Source: an optimization exercise on an open RTL-to-GDS flow (aim: small area, a short achievable clock period and few clock cycles per item). Production flows keep margins and buffers that such runs may drop.
Function was checked by simulation only, so behaviour that the tests miss may differ from the original.
Power is estimated from default activity; no workload was simulated.

[flow/design.v]
module ex_stage_top
(
	input  logic        clk,
	input  logic        reset_i,
	input  logic        issue_valid_i,
	input  logic [31:0] issue_inst_i,
	input  logic [63:0] issue_op1_i,
	input  logic [63:0] issue_op2_i,
	input  logic [63:0] issue_base_i,
	input  logic [63:0] issue_offset_i,
	input  logic [4:0]  issue_rd_i,
	output logic        wb_valid_o,
	output logic [4:0]  wb_rd_o,
	output logic [63:0] wb_data_o,
	output logic        redirect_valid_o,
	output logic [63:0] redirect_target_o,
	output logic        hold_o
);
	localparam int D     = 8;
	localparam int SB    = 2 * D;
	localparam int NSTEP = 64 / SB;
	localparam int NSW   = 32 / SB;
	localparam int CW    = (NSTEP > 1) ? $clog2(NSTEP) : 1;
	localparam int SW    = 65 + SB;
	logic [6:0] opc;
	logic [2:0] f3;
	logic [6:0] f7;
	logic       f7_zero;
	logic       f7_alt;
	logic       i6_zero;
	logic       i6_alt;
	assign opc     = issue_inst_i[6:0];
	assign f3      = issue_inst_i[14:12];
	assign f7      = issue_inst_i[31:25];
	assign f7_zero = f7 == 7'b0000000;
	assign f7_alt  = f7 == 7'b0100000;
	assign i6_zero = issue_inst_i[31:26] == 6'b000000;
	assign i6_alt  = issue_inst_i[31:26] == 6'b010000;
	logic op_op;
	logic op_imm;
	logic op_32;
	logic op_imm32;
	logic op_br;
	logic op_jal;
	logic op_jalr;
	logic op_lui;
	logic op_auipc;
	assign op_op    = opc == 7'b0110011;
	assign op_imm   = opc == 7'b0010011;
	assign op_32    = opc == 7'b0111011;
	assign op_imm32 = opc == 7'b0011011;
	assign op_br    = opc == 7'b1100011;
	assign op_jal   = opc == 7'b1101111;
	assign op_jalr  = opc == 7'b1100111;
	assign op_lui   = opc == 7'b0110111;
	assign op_auipc = opc == 7'b0010111;
	logic legal;
	logic is_mul;
	always_comb begin
		legal = op_jal || op_jalr || op_lui || op_auipc;
		if (op_op) begin
			legal = f7_zero || (f7_alt && (f3 == 3'd0 || f3 == 3'd5));
		end
		if (op_imm) begin
			case (f3)
				3'd1:    legal = i6_zero;
				3'd5:    legal = i6_zero || i6_alt;
				default: legal = 1'b1;
			endcase
		end
		if (op_32) begin
			case (f3)
				3'd0, 3'd5: legal = f7_zero || f7_alt;
				3'd1:       legal = f7_zero;
				default:    legal = 1'b0;
			endcase
		end
		if (op_imm32) begin
			case (f3)
				3'd0:    legal = 1'b1;
				3'd1:    legal = f7_zero;
				3'd5:    legal = f7_zero || f7_alt;
				default: legal = 1'b0;
			endcase
		end
	end
	assign is_mul = f7 == 7'b0000001 &&
		((op_op && !f3[2]) || (op_32 && f3 == 3'd0));
	logic i6;
	logic i5;
	logic i3;
	logic i2;
	logic alt;
	logic cls;
	logic word;
	logic sub;
	assign i6   = issue_inst_i[6];
	assign i5   = issue_inst_i[5];
	assign i3   = issue_inst_i[3];
	assign i2   = issue_inst_i[2];
	assign alt  = issue_inst_i[30];
	assign cls  = !i6 && !i2;
	assign word = !i6 && i3;
	assign sub  = alt && i5 && !i2;
	logic [63:0] op1;
	logic [63:0] op2;
	logic [65:0] addsub;
	logic [64:0] cmp;
	logic [63:0] sum;
	logic        ltu;
	logic        lt;
	logic        eq;
	assign op1 = issue_op1_i;
	assign op2 = issue_op2_i;
	assign addsub = {1'b0, op1, 1'b1} + {1'b0, op2 ^ {64{sub}}, sub};
	assign sum    = addsub[64:1];
	assign cmp    = {1'b0, op1} - {1'b0, op2};
	assign ltu    = cmp[64];
	assign lt     = (op1[63] ^ op2[63]) ? op1[63] : ltu;
	assign eq     = op1 == op2;
	logic        sh_left;
	logic        sh_fill;
	logic [5:0]  shamt;
	logic [63:0] sh_in;
	logic [63:0] sh_out;
	logic [63:0] op1_rev;
	logic [63:0] sh_out_rev;
	always_comb begin
		for (int i = 0; i < 64; i++) begin
			op1_rev[i]    = op1[63 - i];
			sh_out_rev[i] = sh_out[63 - i];
		end
	end
	assign sh_left = !f3[2];
	assign sh_fill = alt && (word ? op1[31] : op1[63]);
	assign shamt   = {op2[5] && !word, op2[4:0]};
	assign sh_in   = sh_left ? op1_rev :
		word ? {{32{sh_fill}}, op1[31:0]} : op1;
	assign sh_out  = 64'($signed({sh_fill, sh_in}) >>> shamt);
	logic        s_add;
	logic        s_shl;
	logic        s_shr;
	logic        s_slt;
	logic        s_xor;
	logic        s_or;
	logic        s_and;
	logic        s_lui;
	logic [63:0] alu_early;
	logic [63:0] alu_res;
	assign s_add = (cls && f3 == 3'd0) || (i2 && (i6 || !i5));
	assign s_shl = cls && f3 == 3'd1;
	assign s_shr = cls && f3 == 3'd5;
	assign s_slt = cls && f3[2:1] == 2'b01;
	assign s_xor = cls && f3 == 3'd4;
	assign s_or  = cls && f3 == 3'd6;
	assign s_and = cls && f3 == 3'd7;
	assign s_lui = !i6 && i2 && i5;
	assign alu_early = is_mul ? op2 :
		({64{s_shl}} & sh_out_rev) |
		({64{s_shr}} & sh_out) |
		({64{s_xor}} & (op1 ^ op2)) |
		({64{s_or}}  & (op1 | op2)) |
		({64{s_and}} & (op1 & op2)) |
		({64{s_lui}} & op1);
	assign alu_res = alu_early |
		({64{s_add && !is_mul}} & sum) |
		{63'd0, s_slt && !is_mul && (f3[0] ? ltu : lt)};
	logic br_cond;
	logic redirect;
	assign br_cond  = f3[2] ? (f3[1] ? ltu : lt) : eq;
	assign redirect = (op_br && f3[2:1] != 2'b01 && (br_cond ^ f3[0])) ||
		op_jal || op_jalr;
	localparam int AW = 66;
	localparam int TW = AW + SB;
	localparam logic [1:0] OM_PLAIN = 2'd0;
	localparam logic [1:0] OM_W     = 2'd1;
	localparam logic [1:0] OM_MUL   = 2'd2;
	localparam logic [1:0] OM_MULW  = 2'd3;
	logic          busy_q;
	logic          fin_q;
	logic [CW-1:0] cnt_q;
	logic          w_q;
	logic          hi_q;
	logic          a_hi_q;
	logic          ext_q;
	logic          bprev_q;
	logic          cin_q;
	logic [AW-1:0] acc_s_q;
	logic [63:0]   acc_c_q;
	logic [SB-1:0] low_s_q;
	logic [SB-1:0] low_c_q;
	logic [1:0]    omode_q;
	logic          wb_valid_q;
	logic [4:0]    wb_rd_q;
	logic [63:0]   wb_data_q;
	logic          redirect_valid_q;
	logic [63:0]   redirect_target_q;
	logic          accept;
	logic          last;
	logic          done;
	logic [64:0]   mcand;
	logic [SB:0]   mbits;
	assign accept = issue_valid_i && !busy_q;
	assign last   = w_q ? (cnt_q == CW'(NSW - 1)) : (cnt_q == CW'(NSTEP - 1));
	assign done   = fin_q || (last && !hi_q);
	assign mcand  = {a_hi_q, redirect_target_q};
	assign mbits  = {wb_data_q[SB-1:0], bprev_q};
	function automatic logic [TW-1:0] sign_const();
		logic [TW-1:0] k;
		k = (TW'(1) << (AW - 1)) + (TW'(1) << (64 + SB));
		for (int j = 0; j < D; j++) begin
			k = k + (TW'(1) << (65 + 2 * j));
		end
		sign_const = -k;
	endfunction
	logic [TW-1:0] rows [D];
	logic [D-1:0]  negs;
	always_comb begin
		for (int j = 0; j < D; j++) begin
			logic b2;
			logic b1;
			logic b0;
			logic one;
			logic two;
			logic [65:0] mag;
			logic [65:0] r;
			b2  = mbits[2 * j + 2];
			b1  = mbits[2 * j + 1];
			b0  = mbits[2 * j];
			one = b1 ^ b0;
			two = b2 ? (!b1 && !b0) : (b1 && b0);
			negs[j] = b2 && !(b1 && b0);
			mag = ({66{one}} & {mcand[64], mcand}) | ({66{two}} & {mcand, 1'b0});
			r   = mag ^ {66{negs[j]}};
			rows[j] = TW'({!r[65], r[64:0]}) << (2 * j);
			if (j == 0) begin
				rows[j] = rows[j] | sign_const();
			end else begin
				rows[j][2 * j - 2] = negs[j - 1];
			end
		end
	end
	logic [64:0]   ext_val;
	logic [TW-1:0] ext_row;
	logic [TW-1:0] s_row;
	logic [TW-1:0] c_row;
	assign ext_val = (ext_q && last) ? mcand : 65'd0;
	assign ext_row = {!ext_val[64], ext_val[63:0], SB'(negs[D-1]) << (SB - 2)};
	logic first;
	assign first   = cnt_q == '0;
	assign s_row   = first ? TW'(1) << (AW - 1) : TW'({!acc_s_q[AW-1], acc_s_q[AW-2:0]});
	assign c_row   = first ? '0 : TW'(acc_c_q);
	localparam int NR = D + 3;
	function automatic int next_rows(input int n);
		next_rows = 2 * (n / 3) + (n % 3);
	endfunction
	function automatic int tree_levels(input int n);
		int l;
		int m;
		l = 0;
		m = n;
		while (m > 2) begin
			m = next_rows(m);
			l++;
		end
		tree_levels = l;
	endfunction
	function automatic int rows_at(input int n, input int level);
		int m;
		m = n;
		for (int l = 0; l < level; l++) begin
			m = next_rows(m);
		end
		rows_at = m;
	endfunction
	localparam int NL = tree_levels(NR);
	logic [(NL + 1) * NR * TW - 1:0] tree;
	assign tree[0 * TW +: TW] = s_row;
	assign tree[1 * TW +: TW] = c_row;
	assign tree[2 * TW +: TW] = ext_row;
	genvar gj;
	generate
		for (gj = 0; gj < D; gj++) begin : g_rows
			assign tree[(3 + gj) * TW +: TW] = rows[gj];
		end
	endgenerate
	genvar gl;
	genvar gt;
	generate
		for (gl = 0; gl < NL; gl++) begin : g_level
			localparam int N  = rows_at(NR, gl);
			localparam int N3 = N / 3;
			localparam int IB = gl * NR * TW;
			localparam int OB = (gl + 1) * NR * TW;
			for (gt = 0; gt < N3; gt++) begin : g_csa
				logic [TW-1:0] x;
				logic [TW-1:0] y;
				logic [TW-1:0] z;
				assign x = tree[IB + (3 * gt) * TW +: TW];
				assign y = tree[IB + (3 * gt + 1) * TW +: TW];
				assign z = tree[IB + (3 * gt + 2) * TW +: TW];
				assign tree[OB + (2 * gt) * TW +: TW]     = x ^ y ^ z;
				assign tree[OB + (2 * gt + 1) * TW +: TW] =
					{((x & y) | (x & z) | (y & z)), 1'b0};
			end
			for (gt = 3 * N3; gt < N; gt++) begin : g_pass
				assign tree[OB + (gt - N3) * TW +: TW] = tree[IB + gt * TW +: TW];
			end
			for (gt = N - N3; gt < NR; gt++) begin : g_zero
				assign tree[OB + gt * TW +: TW] = '0;
			end
		end
	endgenerate
	logic [TW-1:0] ts;
	logic [TW-1:0] tc;
	logic [1:0]    top;
	assign top = tree[NL * NR * TW + TW - 2 +: 2] + tree[NL * NR * TW + TW + TW - 2 +: 2];
	assign ts  = {top, tree[NL * NR * TW +: TW - 2]};
	assign tc  = {2'b00, tree[NL * NR * TW + TW +: TW - 2]};
	logic [SB-1:0] low;
	logic          low_co;
	ex_add #(.W(SB)) i_low_add (
		.a  (low_s_q),
		.b  (low_c_q),
		.ci (cin_q),
		.s  (low),
		.co (low_co)
	);
	logic [63:0] tgt_a;
	logic [63:0] tgt_b;
	logic [63:0] tgt;
	logic        tgt_co;
	assign tgt_a = busy_q ? acc_s_q[63:0] : issue_base_i;
	assign tgt_b = busy_q ? acc_c_q : issue_offset_i;
	ex_pfx_add #(.W(64), .ARCH(0)) i_tgt_add (
		.a  (tgt_a),
		.b  (tgt_b),
		.ci (busy_q && low_co),
		.s  (tgt),
		.co (tgt_co)
	);
	always_ff @(posedge clk) begin
		if (reset_i) begin
			busy_q           <= 1'b0;
			wb_valid_q       <= 1'b0;
			redirect_valid_q <= 1'b0;
		end else if (busy_q) begin
			busy_q           <= !done;
			wb_valid_q       <= done;
			redirect_valid_q <= 1'b0;
		end else begin
			busy_q           <= accept && is_mul;
			wb_valid_q       <= accept && !is_mul && legal;
			redirect_valid_q <= accept && !is_mul && redirect;
		end
	end
	always_ff @(posedge clk) begin
		acc_s_q <= ts[TW-1:SB];
		acc_c_q <= tc[TW-3:SB];
		low_s_q <= ts[SB-1:0];
		low_c_q <= tc[SB-1:0];
	end
	always_ff @(posedge clk) begin
		if (busy_q) begin
			fin_q     <= last && hi_q;
			cnt_q     <= cnt_q + 1'b1;
			bprev_q   <= wb_data_q[SB-1];
			cin_q     <= low_co && !first;
			omode_q   <= OM_PLAIN;
			if (fin_q) begin
				wb_data_q <= tgt;
			end else if (last && !hi_q) begin
				omode_q   <= w_q ? OM_MULW : OM_MUL;
				wb_data_q <= {low, low, w_q ? wb_data_q[47:32] : wb_data_q[63:48],
					w_q ? low : wb_data_q[47:32]};
			end else begin
				wb_data_q <= {low, wb_data_q[63:SB]};
			end
		end else begin
			fin_q             <= 1'b0;
			cnt_q             <= '0;
			bprev_q           <= 1'b0;
			omode_q           <= word ? OM_W : OM_PLAIN;
			w_q               <= i3;
			hi_q              <= f3 != 3'd0;
			a_hi_q            <= op1[63] && (f3 == 3'd1 || f3 == 3'd2);
			ext_q             <= op2[63] && f3[1] && !i3;
			wb_rd_q           <= issue_rd_i;
			wb_data_q         <= alu_res;
			redirect_target_q <= is_mul ? op1 : tgt;
		end
	end
	logic [1:0]  mulw_sign;
	logic [63:0] wb_out;
	genvar gs;
	generate
		for (gs = 0; gs < 2; gs++) begin : g_sign
			ex_add_msb #(.W(SB)) i_sign (
				.a   (low_s_q),
				.b   (low_c_q),
				.ci  (cin_q),
				.msb (mulw_sign[gs])
			);
		end
	endgenerate
	always_comb begin
		wb_out = wb_data_q;
		case (omode_q)
			OM_W:    wb_out[63:32] = {32{wb_data_q[31]}};
			OM_MUL:  wb_out[63:48] = low;
			OM_MULW: wb_out[63:16] = {{16{mulw_sign[1]}}, {16{mulw_sign[0]}}, low};
			default: ;
		endcase
	end
	assign wb_valid_o        = wb_valid_q;
	assign wb_rd_o           = wb_rd_q;
	assign wb_data_o         = wb_out;
	assign redirect_valid_o  = redirect_valid_q;
	assign redirect_target_o = redirect_target_q;
	assign hold_o            = busy_q;
endmodule
module ex_pfx_add #(
	parameter int W    = 64,
	parameter int ARCH = 0
) (
	input  logic [W-1:0] a,
	input  logic [W-1:0] b,
	input  logic         ci,
	output logic [W-1:0] s,
	output logic         co
);
	localparam int L  = (W > 1) ? $clog2(W) : 1;
	localparam int NS = (ARCH == 1) ? (2 * L - 1) : L;
	logic [W-1:0]            p0;
	logic [(NS + 1) * W - 1:0] gg;
	logic [(NS + 1) * W - 1:0] pp;
	assign p0 = a ^ b;
	assign gg[W-1:0] = (a & b) | {{(W - 1){1'b0}}, p0[0] & ci};
	assign pp[W-1:0] = p0;
	genvar st;
	genvar i;
	generate
		for (st = 0; st < NS; st++) begin : g_st
			for (i = 0; i < W; i++) begin : g_bit
				localparam int LV = (ARCH == 1 && st >= L) ? (2 * L - 2 - st) : st;
				localparam int D2 = 1 << LV;
				localparam bit UP = (ARCH == 1) && (st < L);
				localparam bit DN = (ARCH == 1) && (st >= L);
				localparam int J  =
					(ARCH == 0) ? (((i >> LV) << LV) - 1) :
					(ARCH == 2) ? (i - D2) : (i - D2);
				localparam bit CMB =
					(ARCH == 0) ? (((i >> LV) & 1) == 1) :
					(ARCH == 2) ? (i >= D2) :
					UP ? (((i + 1) % (2 * D2)) == 0) :
					(((i + 1) % (2 * D2)) == D2 && i >= 2 * D2);
				if (CMB) begin : g_c
					assign gg[(st + 1) * W + i] = gg[st * W + i] | (pp[st * W + i] & gg[st * W + J]);
					assign pp[(st + 1) * W + i] = pp[st * W + i] & pp[st * W + J];
				end else begin : g_p
					assign gg[(st + 1) * W + i] = gg[st * W + i];
					assign pp[(st + 1) * W + i] = pp[st * W + i];
				end
			end
		end
	endgenerate
	logic [W-1:0] gfin;
	assign gfin = gg[NS * W +: W];
	assign s    = p0 ^ {gfin[W-2:0], ci};
	assign co   = gfin[W-1];
endmodule
module ex_add #(
	parameter int W = 64
) (
	input  logic [W-1:0] a,
	input  logic [W-1:0] b,
	input  logic         ci,
	output logic [W-1:0] s,
	output logic         co
);
	logic [W+1:0] t;
	assign t  = {1'b0, a, 1'b1} + {1'b0, b, ci};
	assign s  = t[W:1];
	assign co = t[W+1];
endmodule
module ex_add_msb #(
	parameter int W = 16
) (
	input  logic [W-1:0] a,
	input  logic [W-1:0] b,
	input  logic         ci,
	output logic         msb
);
	logic [W:0] t;
	assign t   = {a, 1'b1} + {b, ci};
	assign msb = t[W];
endmodule
[flow/constraint.sdc]
create_clock -name core_clock -period 9.0 [get_ports {clk}]
set_input_delay 1.8000 -clock core_clock [delete_from_list [all_inputs] [get_ports {clk}]]
set_output_delay 1.8000 -clock core_clock [all_outputs]
set_load 0.01 [all_outputs]
[flow/standard.sh]
#!/bin/bash
# synth_recipe.tcl (not shown) runs the flow's synth.tcl, then flattens the netlist and writes it again
# the make line also repeats each setting of config.mk as NAME=value (left out here)
make -C /OpenROAD-flow-scripts/flow DESIGN_CONFIG=/design/flow/config.mk WORK_HOME=/design/flow/orfs CLKGATE_MAP_FILE= SYNTH_SCRIPT=/design/flow/synth_recipe.tcl "${@:-finish}"
[flow/config.mk]
export PLATFORM = sky130hd
export DESIGN_NAME = ex_stage_top
export DESIGN_NICKNAME = ex_stage_top
export VERILOG_FILES = /design/flow/design.v
export SDC_FILE = /design/flow/constraint.sdc
export NUM_CORES = 4
export LEC_CHECK = 0
export ABC_AREA = 1
export CAP_MARGIN = 10
export CORE_MARGIN = 2
export CORE_UTILIZATION = 50
export SETUP_SLACK_MARGIN = 4.15
export SLEW_MARGIN = 10
[flow/flow/run.sh]
#!/bin/bash
# Layout flow: the standard flow (standard.sh) with two changes that help
# timing and area on sky130hd:
#  - the input and output port buffers are buf_4 cells; by default
#    buffer_ports picks the smallest buffer, a clkdlybuf4s50 delay cell, and
#    footprint-matched sizing can then only swap it for other delay cells;
#  - sizing may pick any equivalent cell, not only one of the same footprint.
# Synthesis is the standard synthesis, unchanged. Each step logs to its own
# file in the folder this runs in.
set -euo pipefail
bash standard.sh synth > synth.log 2>&1
sed 's|"\${@:-finish}"|"BUFFER_PORTS_ARGS=-buffer_cell sky130_fd_sc_hd__buf_4" MATCH_CELL_FOOTPRINT=0 "${@:-finish}"|' \
	standard.sh > standard_tuned.sh
grep -q MATCH_CELL_FOOTPRINT=0 standard_tuned.sh
bash standard_tuned.sh finish > layout.log 2>&1
test -s out/final.def
==> impl_metrics.ini, run 1 <==
[power]
clock_power_share = 0.051
ir_drop_v = 0.000615
seq_power_share = 0.092
pwr_density_cell_mw_per_mm2 = 509
p_sw_uw = 18500
power.internal_uw = 14600
p_sw_frac = 0.558
p_leak_uw = 0.0317
combPwrFrac = 0.857

[grt]
grt_pass1_vias = 61193
grt_usage = 0.501
grt-ovfl-total = 0
grt_max_degree = 180
grt_antenna_before_repair = 32
grt_pass1_wl_um = 428000

[place]
gp_congestion = 1.11
dp_hpwl_um = 232000
port_buffers = 416
placed_area_mm2 = 0.0617

[synthesis]
synth_top_area_share = 0.201
synth_warnings = 2
yosys.cell_count.top_type = nand2_1
avgSynthCellArea_um2 = 7.01
synth_edf_count = 74
synthArstFlopShare = 0
netlist_top_cells_count = 1386 x nand2_1, 1297 x inv_1, 815 x nand3_1
yosysTopAreaCell = fa_1
synth-seq-cells = 305
syn_area_mm2 = 0.0580
synth_area_leaders = fa_1 20%, xor2_1 9.2%, nand2_1 9.0%
seq_area_frac_synth = 0.118
synthesis.instances = 8273
synth_cell_types = 62
ys.flop_type = dfxtp_1

[clocking]
cts_tree = yes
cts-root-buf = clkbuf_16
insertion_delay_ns = 0.63
numCtsBuffers = 39
clkSlewWorstSetupHoldPaths_ns = 0.06
cts_sinks = 305
cts.htree.levels = 2
cts_buffer_depth = 3
hold_buffers = 0

[job]
max_cap_violations = 0

[final_layout]
stdcell_area_mm2 = 0.0651
layout.nets = 9648
multi_input_area_mm2 = 0.0449
layout-drive-gt1-share = 0.107
register_area_mm2 = 0.00686
fillers = 11007
fin_util = 0.568
synthToLayoutAreaGrowth_pct = 12.2

[sta]
hold_slack_ns = 0.441
relSlewSlack = 0.201
tightest_slew_ns = 1.20
drv_slew = 0
fin_crit_sh = 0.562
min_period_ns = 5.06
timing.fmax_ghz = 0.198
hold_viol = 0
finalSetupViolations = 0
finalSetupTns_ns = 0
grt_setup_unrepaired = true
clock-skew-final_ns = 0.0251

[worst_hold_path]
whs_endpoint = cnt_q[0]$_SDFF_PN0_
whs_path_depth = 1
hold_path_class = register to register
min_from = cnt_q[0]$_SDFF_PN0_

[floorplan]
core_area_mm2 = 0.115
die_y_um = 345
die_area_mm2 = 0.119
row_count = 124
die_x_um = 345
ios = 432
initial_core_util = 0.506

[setup_path]
worstPathRequired_ns = 7.20
crit_path_end_kind = output port
worstPathArrival_ns = 3.26
worst_setup_path_start_kind = register
setup.worst_path.class = register to output port
reg2reg_from = redirect_target_q[48]$_DFFE_PN_
rr_endpoint = acc_s_q[35]$_DFF_P_
r2r_slack_ns = 4.12
reg2regPathDepth = 10
worstPathMaxFanout = 31

[detailed_routing]
drc = 0
vias_per_cell = 6.45
drt_iter0_markers = 9434
wl_per_cell_um = 31.1
ant_nets = 0
vias = 63948
wl_um = 308000
drt-pass1-iter-count = 9

[outcome]
status = no timing/DRC/antenna violations
power groups by stage:
stage	registers, uW	logic (uW)	clock network [uW]
final	3040	28400	1700
after global routing	3050	31600	1740
after floorplan	2880	17700	0
after CTS	2990	27400	1700
after detailed placement	3010	26800	0
after global placement	3010	25800	0
worst max-delay path: stages, from the launching register on:
cell and delay, ns:
dfxtp_2 0.91, nand2_4 0.43, o21ai_0 1.00, buf_4 0.27
through the flow:
stage	instances	total power [uW]	worst slack [ns]
after global routing	9908	36400	3.96
after detailed placement	9760	29800	2.69
after global placement	9760	28800	2.71
after floorplan	8273	20600	4.24
final	9917	33100	3.94
after CTS	9873	32000	4.05
layout make-up:
class	instances	share of cell area
diodes	11	0.000423
clock buffers	58	0.0180
clock inverters	14	0.00244
inverters	1386	0.0809
multi-input cells	6064	0.689
flip-flops and latches	305	0.105
well taps	1512	0.0291
repair buffers	566	0.0747
repair inverters	1	0.000115
state kept, by name (all words and copies together), names as in the netlist:
name and flops:
wb_valid_q 1, fin_q 1, redirect_target_q 64, wb_rd_q 5
busy_q 1, acc_c_q 64, w_q 1, acc_s_q 66
hi_q 1, bprev_q 1, low_s_q 16, omode_q 2
cin_q 1, cnt_q 2, low_c_q 12, wb_data_q 64
ext_q 1, redirect_valid_q 1, a_hi_q 1
layout by cell type, fill, tap and decap left out, types with 11 or more instances in the layout:
cell type / count
a2111oi_0: 36
a21boi_0: 11
a21o_1: 15
a21oi_1: 291
a21oi_2: 13
a21oi_4: 12
a221oi_1: 30
a22oi_1: 12
a31oi_1: 20
buf_12: 23
buf_4: 499
buf_6: 29
clkbuf_16: 48
clkinv_1: 70
dfxtp_1: 222
diode_2: 11
edfxtp_1: 74
fa_1: 579
ha_1: 393
ha_4: 11
inv_1: 1278
inv_2: 23
nand2_1: 1357
nand2_2: 28
nand3_1: 802
nand3_2: 13
nand3b_1: 31
nand4_1: 16
nor2_1: 483
nor2_2: 16
nor3_1: 26
o211ai_1: 29
o21ai_0: 428
o21ai_1: 52
o21ai_2: 15
o21ai_4: 17
o21bai_1: 18
o22ai_1: 555
or2_2: 27
xor2_1: 610
how the worst max path moves through the flow:
stage                                  endpoint  cells past startpoint                from
after floorplan           wb_data_q[33]$_DFF_P_                     25   busy_q$_SDFF_PP0_
after global placement    wb_data_q[41]$_DFF_P_                     18     issue_inst_i[2]
after detailed placement  wb_data_q[41]$_DFF_P_                     18     issue_inst_i[2]
after CTS                         wb_data_o[61]                     17  low_s_q[4]$_DFF_P_
after global routing              wb_data_o[47]                     17  low_s_q[4]$_DFF_P_
final                             wb_data_o[16]                      3  omode_q[0]$_DFF_P_
layer usage:
metal  part of all wire  global-route usage
met2               0.42               0.757
met4               0.11               0.399
met3               0.13               0.155
met1               0.34               0.590
met5            0.00058                   0
timing repair:
action / CTS / global route
endpoints found under the setup margin: 279 / 199
cloned: 5 / 4
pin swaps: 23 / 34
hold endpoints to repair: 0 / 0
gates resized for setup: 226 / 131
setup buffers: 36 / 29
logic make-up after synthesis:
group	synth area share
mux	0.00229
simple gates	0.208
compound gates	0.163
xor+xnor	0.0936
fa+ha+maj	0.289
flops	0.118
buf+inv	0.127
Testbench counts, summed over its fixed seeds: cycles 11,373, instructions 8,000.
==> inputs of run 2 (changes only) <==
--- a/flow/design.v
+++ b/flow/design.v
@@ -390,25 +390,13 @@
 			redirect_target_q <= is_mul ? op1 : tgt;
 		end
 	end
-	logic [1:0]  mulw_sign;
 	logic [63:0] wb_out;
-	genvar gs;
-	generate
-		for (gs = 0; gs < 2; gs++) begin : g_sign
-			ex_add_msb #(.W(SB)) i_sign (
-				.a   (low_s_q),
-				.b   (low_c_q),
-				.ci  (cin_q),
-				.msb (mulw_sign[gs])
-			);
-		end
-	endgenerate
 	always_comb begin
 		wb_out = wb_data_q;
 		case (omode_q)
 			OM_W:    wb_out[63:32] = {32{wb_data_q[31]}};
 			OM_MUL:  wb_out[63:48] = low;
-			OM_MULW: wb_out[63:16] = {{16{mulw_sign[1]}}, {16{mulw_sign[0]}}, low};
+			OM_MULW: wb_out[63:16] = {{32{low[SB-1]}}, low};
 			default: ;
 		endcase
 	end
@@ -483,15 +471,3 @@
 	assign s  = t[W:1];
 	assign co = t[W+1];
 endmodule
-module ex_add_msb #(
-	parameter int W = 16
-) (
-	input  logic [W-1:0] a,
-	input  logic [W-1:0] b,
-	input  logic         ci,
-	output logic         msb
-);
-	logic [W:0] t;
-	assign t   = {a, 1'b1} + {b, ci};
-	assign msb = t[W];
-endmodule
==> flow/run.sh (new file) <==
#!/bin/bash
# synth_recipe.tcl (not shown) runs the flow's synth.tcl, then flattens the netlist and writes it again
# the make line also repeats each setting of config.mk as NAME=value (left out here)
make -C /OpenROAD-flow-scripts/flow DESIGN_CONFIG=/design/flow/config.mk WORK_HOME=/design/flow/orfs CLKGATE_MAP_FILE= SYNTH_SCRIPT=/design/flow/synth_recipe.tcl finish
--- a/flow/config.mk
+++ b/flow/config.mk
@@ -6,8 +6,9 @@
 export NUM_CORES = 4
 export LEC_CHECK = 0
 export ABC_AREA = 1
-export CAP_MARGIN = 10
+export CAP_MARGIN = 20
 export CORE_MARGIN = 2
-export CORE_UTILIZATION = 50
-export SETUP_SLACK_MARGIN = 4.15
-export SLEW_MARGIN = 10
+export CORE_UTILIZATION = 40
+export SETUP_SLACK_MARGIN = 4.5
+export SLEW_MARGIN = 20
+export SYNTH_HIERARCHICAL = 1
removed: flow/flow/run.sh
removed: flow/standard.sh
==> impl_metrics.ini, run 2 <==
[outcome]
status = no timing/DRC/antenna violations

[power]
power.total_uw = 31800
ir_drop_v = 0.000378
pwr_density_cell_mw_per_mm2 = 441
p_leak_uw = 0.0343
combPwrFrac = 0.853
p_sw_uw = 17600
seq_power_share = 0.096
clock_power_share = 0.051
power.internal_uw = 14200
p_sw_frac = 0.554

[setup_path]
max_stage_delay_ns = 0.44
reg2regPathDepth = 14
crit_path_end_kind = output port
critical_path.top_delay_family = simple AND/OR/NAND/NOR gates
worstPathMaxFanout = 6
reg2reg_from = wb_data_q[10]$_DFF_P_
worst_setup_path_start_kind = register
rr_endpoint = acc_s_q[19]$_DFF_P_
r2r_slack_ns = 4.49
worst-path-buf-inv = 4
cp_common_cell = nand2_4
worstPathRequired_ns = 7.20
critPathSlowestCell = a22oi_2
worstPathArrival_ns = 3.17
path_cells = fa_2 > nand2_2 > nand2_2 > nand3_2 > nand2_4 > nand2_4 > nand3_4 > nand2_4 > inv_4 > nor2_4 > nor3_4 > buf_12 > buf_6 > a22oi_2 > buf_2
setup.worst_path.class = register to output port

[floorplan]
die_y_um = 389
initial_core_util = 0.402
die_area_mm2 = 0.151
ios = 432
row_count = 141
die_x_um = 389
core_area_mm2 = 0.147

[clocking]
cts_sinks = 305
insertion_delay_ns = 0.63
cts-root-buf = clkbuf_16
cts.htree.levels = 2
clkSlewWorstSetupHoldPaths_ns = 0.07
cts_tree = yes
cts_buffer_depth = 3
numCtsBuffers = 38

[sta]
drv_slew = 0
finalSetupViolations = 0
min_period_ns = 4.97
hold_slack_ns = 0.423
clock-skew-final_ns = 0.0478
finalWorstSetupSlack_ns = 4.03
fin_crit_sh = 0.552
tightest_slew_ns = 1.15
grt_setup_unrepaired = true
relSlewSlack = 0.235
timing.fmax_ghz = 0.201
hold_viol = 0
finalSetupTns_ns = 0

[final_layout]
largest_reg_flops = 66
layout_commonest_cell = nand2_1
synthToLayoutAreaGrowth_pct = 21.4
layout.nets = 10097
fin_util = 0.489
multi_input_area_mm2 = 0.0475
layout-drive-gt1-share = 0.136
regMostFlops = acc_s_q
fillers = 14859
register_area_mm2 = 0.00689
mostFrequentLayoutCells = 1477 x nand2_1, 1320 x inv_1, 652 x nand3_1

[synthesis]
synth_warnings = 8
avgSynthCellArea_um2 = 6.96
syn_area_mm2 = 0.0594
synthesis.instances = 8525

[worst_hold_path]
min_from = cnt_q[0]$_SDFF_PN0_
whs_path_depth = 1
whs_endpoint = cnt_q[0]$_SDFF_PN0_
hold_path_class = register to register

[place]
gp_congestion = 1.09
port_buffers = 416
dp_worst_setup_slack_ns = 2.01
dp_hpwl_um = 243000

[detailed_routing]
drc = 0
drt-pass1-iter-count = 11
drt_iter0_markers = 9701
vias = 65437
wl_per_cell_um = 30.9
wl_um = 333000
vias_per_cell = 6.07
ant_nets = 0

[job]
max_cap_violations = 0

[grt]
grt_antenna_before_repair = 24
grt_max_degree = 113
grt-ovfl-total = 0
grt_pass1_vias = 61800
grt_usage = 0.411
grt_pass1_wl_um = 448000
==> run 2: how the worst max path moves through the flow <==
stage	startpoint	end	slack, ns	cells after the start
floorplan	issue_inst_i[2]	wb_data_q[58]$_DFF_P_	4.57	21
global placement	issue_inst_i[2]	wb_data_q[58]$_DFF_P_	2.01	20
detailed placement	issue_inst_i[2]	wb_data_q[58]$_DFF_P_	2.01	20
CTS	cin_q$_DFFE_PP_	wb_data_o[60]	4.10	15
global route	cin_q$_DFFE_PP_	wb_data_o[51]	4.02	15
finish	cin_q$_DFFE_PP_	wb_data_o[60]	4.03	15
==> run 2: what timing repair did <==
item	4_1_cts	5_1_grt
setup buffers	124	88
cloned	15	27
endpoints found under the hold margin	0	0
endpoints found under the setup margin	295	259
pin swaps	101	152
hold buffers	0	0
resized for setup	741	538
==> run 2: power groups by stage <==
stage                     registers [uW]  logic, uW  clock network, uW
after global routing                3050      30600               1670
final                               3040      27100               1620
after global placement              2990      24600                  0
after floorplan                     2810      16900                  0
after detailed placement            2990      25100                  0
after CTS                           2990      26100               1630
==> run 2: through the flow <==
| step | area [um^2] | std cells |
|---|---|---|
| 6_report | 72100 | 10774 |
| 5_1_grt | 72100 | 10765 |
| 4_1_cts | 68800 | 10647 |
| 3_5_place_dp | 64500 | 10443 |
| 3_3_place_gp | 64500 | 10443 |
| 2_1_floorplan | 59400 | 8529 |
==> run 2: final cells by class <==
type                       count  area share
multi-input combinational   6214       0.659
timing repair buffer         745       0.110
antenna                       12    0.000417
tap                         1930      0.0335
clock buffer                  47      0.0138
sequential                   305      0.0956
timing repair inverter         2    0.000312
inverter                    1501      0.0841
clock inverter                18     0.00302
==> run 2: per-layer routing <==
metal / GRT usage / up-vias / part of all wire
met5: 0 / - / 0.00049
li1: - / 28014 / -
met4: 0.290 / 12 / 0.10
met2: 0.609 / 4775 / 0.41
met1: 0.521 / 31423 / 0.37
met3: 0.103 / 1213 / 0.12
Testbench counts of run 2, summed over its fixed seeds: cycles 11,373, instructions 8,000.

port drivers added, routing unchanged:
In the flow no input, the clock included, has a driving cell. The finished layouts below were timed again as built, in two steps. Step 1: set_driving_cell puts a clkbuf_16 on clk and a buf_2 on each other input, an assumption about the parent block. Step 2 adds t to the input delays and takes it off the output delays; t is the mean of the earliest and latest rising clock arrival at the registers after step 1. Input paths then give back, and output paths get back, about the clock's delay inside the block. a / b / c = no drivers / after step 1 / after step 2; a / b = the first two.
run | t, ns | setup WS [ns] | clock arrival spread, ns | slew at the worst register clock pin (ns) | cell pins on the clock port's net
run 1 | 0.677 | 3.938 / 3.879 / 3.398 | 0.025 / 0.025 | 0.06 / 0.06 | 1
run 2 | 0.679 | 4.033 / 3.958 / 3.678 | 0.048 / 0.048 | 0.07 / 0.07 | 1
After both steps every run listed still meets setup and hold. The setup slack of run 1, which loses most, moves by -0.059 ns with the drivers and by -0.540 ns with both steps.
